From an optimization exercise on the open Yosys and OpenROAD flow, aimed at small area; shortcuts taken in it are not production practice.
Only simulation tests tie the RTL to the original design; equivalence was not proved.
Power and IR drop assume default switching activity.

Design wb_grf, start of the top module:
module wb_grf #(
  parameter int DW          = 32,
  parameter int NREG        = 32,
  parameter int PC_LINK_OFS = 8
) (
  input  logic          clk,
  input  logic          reset,
  input  logic [DW-1:0] wb_dm_data,
  input  logic [DW-1:0] wb_alu_out,
  input  logic [4:0]    wb_waddr,
  input  logic [DW-1:0] wb_pc,
  input  logic [1:0]    wb_mem_to_reg,
  input  logic [4:0]    rs_addr,
  input  logic [4:0]    rt_addr,
  output logic [DW-1:0] rs_data,
  output logic [DW-1:0] rt_data,
  output logic [DW-1:0] wb_wdata,
  output logic          wb_we
);
For scale: ~3,500 cells after synthesis, ~210 I/O pins, ~41,000 sq um of cells after synthesis.
clock: 7.5 ns
lec_check: 0
cap_margin: 0
cell_pad_in_sites_detail_placement: 0
cell_pad_in_sites_global_placement: 0
core_margin: 2
core_utilization: 35
cts_buf_list: sky130_fd_sc_hd__clkbuf_8
cts_cluster_diameter: 70
cts_cluster_size: 14
place_density: 0.4
slew_margin: 0
synth_hierarchical: 1
synth_minimum_keep_size: 0
buffer_ports_args: -buffer_cell sky130_fd_sc_hd__buf_1
cts_args: -sink_clustering_enable -repair_clock_nets -dont_use_dummy_load -buf_list sky130_fd_sc_hd__clkbuf_8 -sink_clustering_size 14 -sink_clustering_max_diameter 70
standard.sh (not shown) runs the stock make flow with config.mk's settings and CLKGATE_MAP_FILE= SYNTH_SCRIPT=/design/flow/synth_recipe.tcl, a recipe that flattens the netlist after the stock synthesis.
==> flow/flow/run.sh <==
#!/bin/bash
# Own layout flow: the standard flow (standard synthesis unchanged), with
# two changes to how the layout is made:
#  - the port buffers are plain buf_1 cells instead of the resizer's default
#    pick (a clkdlybuf4s50_1 delay cell); every port still gets its buffer;
#  - clock tree synthesis without dummy loads, using clkbuf_8 leaf clusters.
set -euo pipefail
cat >> config.mk <<'EOF'
export BUFFER_PORTS_ARGS = -buffer_cell sky130_fd_sc_hd__buf_1
export CTS_ARGS = -sink_clustering_enable -repair_clock_nets -dont_use_dummy_load -buf_list sky130_fd_sc_hd__clkbuf_8 -sink_clustering_size 14 -sink_clustering_max_diameter 70
EOF
bash standard.sh > standard_flow.log 2>&1
The first run reached the layout checks and failed them: capacitance limit, slew limit.
Rerun with:
- CORE_UTILIZATION: 35 -> 50
- PLACE_DENSITY: 0.4 -> 0.6
What happened: Now the flow completed with no timing, DRC or antenna violations. Sequential share of layout area goes up by 0.85 points. Cell area fell by 1.9%. Worst setup slack is better by 480 ps. Worst hold slack improves by 5.6 ps. Routed wire length shrinks by 15%. Sequential power stays flat. Total power decreases by 2.5%.
Rerun with:
- CAP_MARGIN: 0 -> 20
- SLEW_MARGIN: 0 -> 20
Design area barely changes.
Power is about the same.
Synthesized cell count is unchanged.
Worst setup slack improved by 69 ps.
Register-to-register slack barely changes.
Routed wire length barely changes.
Clock-buffer cell count does not change.
Sequential share of layout area is about the same.
Die area stays the same.
Area after synthesis is unchanged.
Cell count stays flat.

========
Setup of onyx:
Another version of the RTL of wb_grf (not shown whole).
Size: ~1000 flip-flops, about 210 I/O pins, ~0.041 mm^2 of cells after synthesis.
## wb_grf
module wb_grf #(
  parameter int DW          = 32,
  parameter int NREG        = 32,
  parameter int PC_LINK_OFS = 8
) (
  input  logic          clk,
  input  logic          reset,
  input  logic [DW-1:0] wb_dm_data,
  input  logic [DW-1:0] wb_alu_out,
  input  logic [4:0]    wb_waddr,
  input  logic [DW-1:0] wb_pc,
  input  logic [1:0]    wb_mem_to_reg,
  input  logic [4:0]    rs_addr,
  input  logic [4:0]    rt_addr,
  output logic [DW-1:0] rs_data,
  output logic [DW-1:0] rt_data,
  output logic [DW-1:0] wb_wdata,
  output logic          wb_we
);
==> flow/config.mk <==
export PLATFORM = sky130hd
export DESIGN_NAME = wb_grf
export DESIGN_NICKNAME = wb_grf
export VERILOG_FILES = /design/flow/design.v
export SDC_FILE = /design/flow/constraint.sdc
export NUM_CORES = 4
export LEC_CHECK = 0
export CAP_MARGIN = 20
export CELL_PAD_IN_SITES_DETAIL_PLACEMENT = 0
export CELL_PAD_IN_SITES_GLOBAL_PLACEMENT = 0
export CORE_MARGIN = 2
export CORE_UTILIZATION = 50
export CTS_BUF_LIST = sky130_fd_sc_hd__clkbuf_8
export CTS_CLUSTER_DIAMETER = 70
export CTS_CLUSTER_SIZE = 14
export PLACE_DENSITY = 0.6
export SLEW_MARGIN = 20
export SYNTH_HIERARCHICAL = 1
export SYNTH_MINIMUM_KEEP_SIZE = 0
export BUFFER_PORTS_ARGS = -buffer_cell sky130_fd_sc_hd__buf_1
export CTS_ARGS = -sink_clustering_enable -repair_clock_nets -dont_use_dummy_load -buf_list sky130_fd_sc_hd__clkbuf_8 -sink_clustering_size 14 -sink_clustering_max_diameter 70
==> flow/constraint.sdc <==
create_clock -name core_clock -period 7.5 [get_ports {clk}]
set_input_delay 1.5000 -clock core_clock [delete_from_list [all_inputs] [get_ports {clk}]]
set_output_delay 1.5000 -clock core_clock [all_outputs]
set_load 0.01 [all_outputs]
Scripts as last shown in full above: flow/flow/run.sh
onyx completed every stage of the flow, and the final layout passed the timing, design-rule and antenna checks.
What pepper does differently from onyx at the input level:
- swapping 20 for 0 in CAP_MARGIN
- swapping 20 for 0 in SLEW_MARGIN
[summary]
- In terms of cell area after layout, onyx and pepper differ only marginally.
- Between pepper and onyx, the initial core utilization does not differ in any meaningful way.
- Routed wire length: pepper vs onyx — no meaningful difference

========
Another version of the RTL of wb_grf (not shown whole).
Size: ~3500 cells after synthesis, about 210 I/O pins, roughly 41000 um^2 of cells after synthesis.
Settings: LEC_CHECK=0, CAP_MARGIN=0, CELL_PAD_IN_SITES_DETAIL_PLACEMENT=0, CELL_PAD_IN_SITES_GLOBAL_PLACEMENT=0, CORE_MARGIN=2, CORE_UTILIZATION=35, CTS_BUF_LIST=sky130_fd_sc_hd__clkbuf_8, CTS_CLUSTER_DIAMETER=80, CTS_CLUSTER_SIZE=16, PLACE_DENSITY=0.4, SLEW_MARGIN=0, SYNTH_HIERARCHICAL=1, SYNTH_MINIMUM_KEEP_SIZE=0; clock period 7.5 ns.
run.sh (not shown) runs the stock make flow with config.mk's settings and CLKGATE_MAP_FILE= SYNTH_SCRIPT=/design/flow/synth_recipe.tcl, a recipe that flattens the netlist after the stock synthesis.
Stock flow here: none of the scripts above is used.
The starting point finished but failed the layout checks on max-capacitance violations.
==> next run, changes <==
==> flow/flow/run.sh (new file) <==
#!/bin/bash
# Own layout flow: the standard flow (standard synthesis unchanged), with
# two changes to how the layout is made:
#  - the port buffers are plain buf_1 cells instead of the resizer's default
#    pick (a clkdlybuf4s50_1 delay cell); every port still gets its buffer;
#  - clock tree synthesis without dummy loads, using clkbuf_8 leaf clusters.
set -euo pipefail
cat >> config.mk <<'EOF'
export BUFFER_PORTS_ARGS = -buffer_cell sky130_fd_sc_hd__buf_1
export CTS_ARGS = -sink_clustering_enable -repair_clock_nets -dont_use_dummy_load -buf_list sky130_fd_sc_hd__clkbuf_8 -sink_clustering_size 16 -sink_clustering_max_diameter 80
EOF
bash standard.sh > standard_flow.log 2>&1
==> flow/standard.sh (new file) <==
#!/bin/bash
# synth_recipe.tcl (not shown) runs the flow's synth.tcl, then flattens the netlist and writes it again
# the make line also repeats each setting of config.mk as NAME=value (left out here)
make -C /OpenROAD-flow-scripts/flow DESIGN_CONFIG=/design/flow/config.mk WORK_HOME=/design/flow/orfs CLKGATE_MAP_FILE= SYNTH_SCRIPT=/design/flow/synth_recipe.tcl "${@:-finish}"
Settings changed: BUFFER_PORTS_ARGS set to -buffer_cell sky130_fd_sc_hd__buf_1, CORE_UTILIZATION 35 to 50, CTS_ARGS set to -sink_clustering_enable -repair_clock_nets -dont_use_dummy_load -buf_list sky130_fd_sc_hd__clkbuf_8 -sink_clustering_size 16 -sink_clustering_max_diameter 80, PLACE_DENSITY 0.4 to 0.6.
removed: flow/run.sh
Now the flow completed with no timing, DRC or antenna violations. Sequential share of layout area came out higher by 2.5 points. Global-route usage came out higher by 13 points. Sequential cell count does not change. Combinational power came out lower by 7.8%.

[afterwards: timing with drivers on the ports]
Ports are ideal in the flow. The routed layouts listed here were re-timed in OpenROAD. Step 1 sets driving cells, clkbuf_16 on the clock port and buf_2 on the other inputs (assumed; they add their load-dependent delay and slew). Step 2, shift: input delay + t, output delay - t, t = (earliest + latest rising clock arrival at the registers) / 2. This alone moves slack from input paths to output paths. Slacks: no drivers / after step 1 / after step 2; pairs: no drivers / after step 1.
| run | t (ns) | setup slack, ns | clock arrival spread, ns | cell pins on the clock port's net |
|---|---|---|---|---|
| the first run of note 1 | 0.849 | 0.316 / 0.286 / 0.286 | 0.100 / 0.100 | 1 |
| the second run of note 1 | 0.799 | 0.793 / 0.766 / 0.766 | 0.067 / 0.068 | 1 |
| the third run of note 1 | 0.811 | 0.862 / 0.829 / 0.829 | 0.071 / 0.071 | 1 |
| onyx | 0.772 | 0.770 / 0.740 / 0.740 | 0.108 / 0.109 | 1 |
| pepper | 0.771 | 0.744 / 0.714 / 0.714 | 0.107 / 0.107 | 1 |
| the first run of note 3 | 0.849 | 0.130 / 0.097 / 0.097 | 0.064 / 0.063 | 1 |
| the second run of note 3 | 0.776 | 0.874 / 0.834 / 0.834 | 0.121 / 0.121 | 1 |
The setup slack of the second run of note 3, which loses most, moves by -0.040 ns with the drivers and by -0.040 ns with both steps.
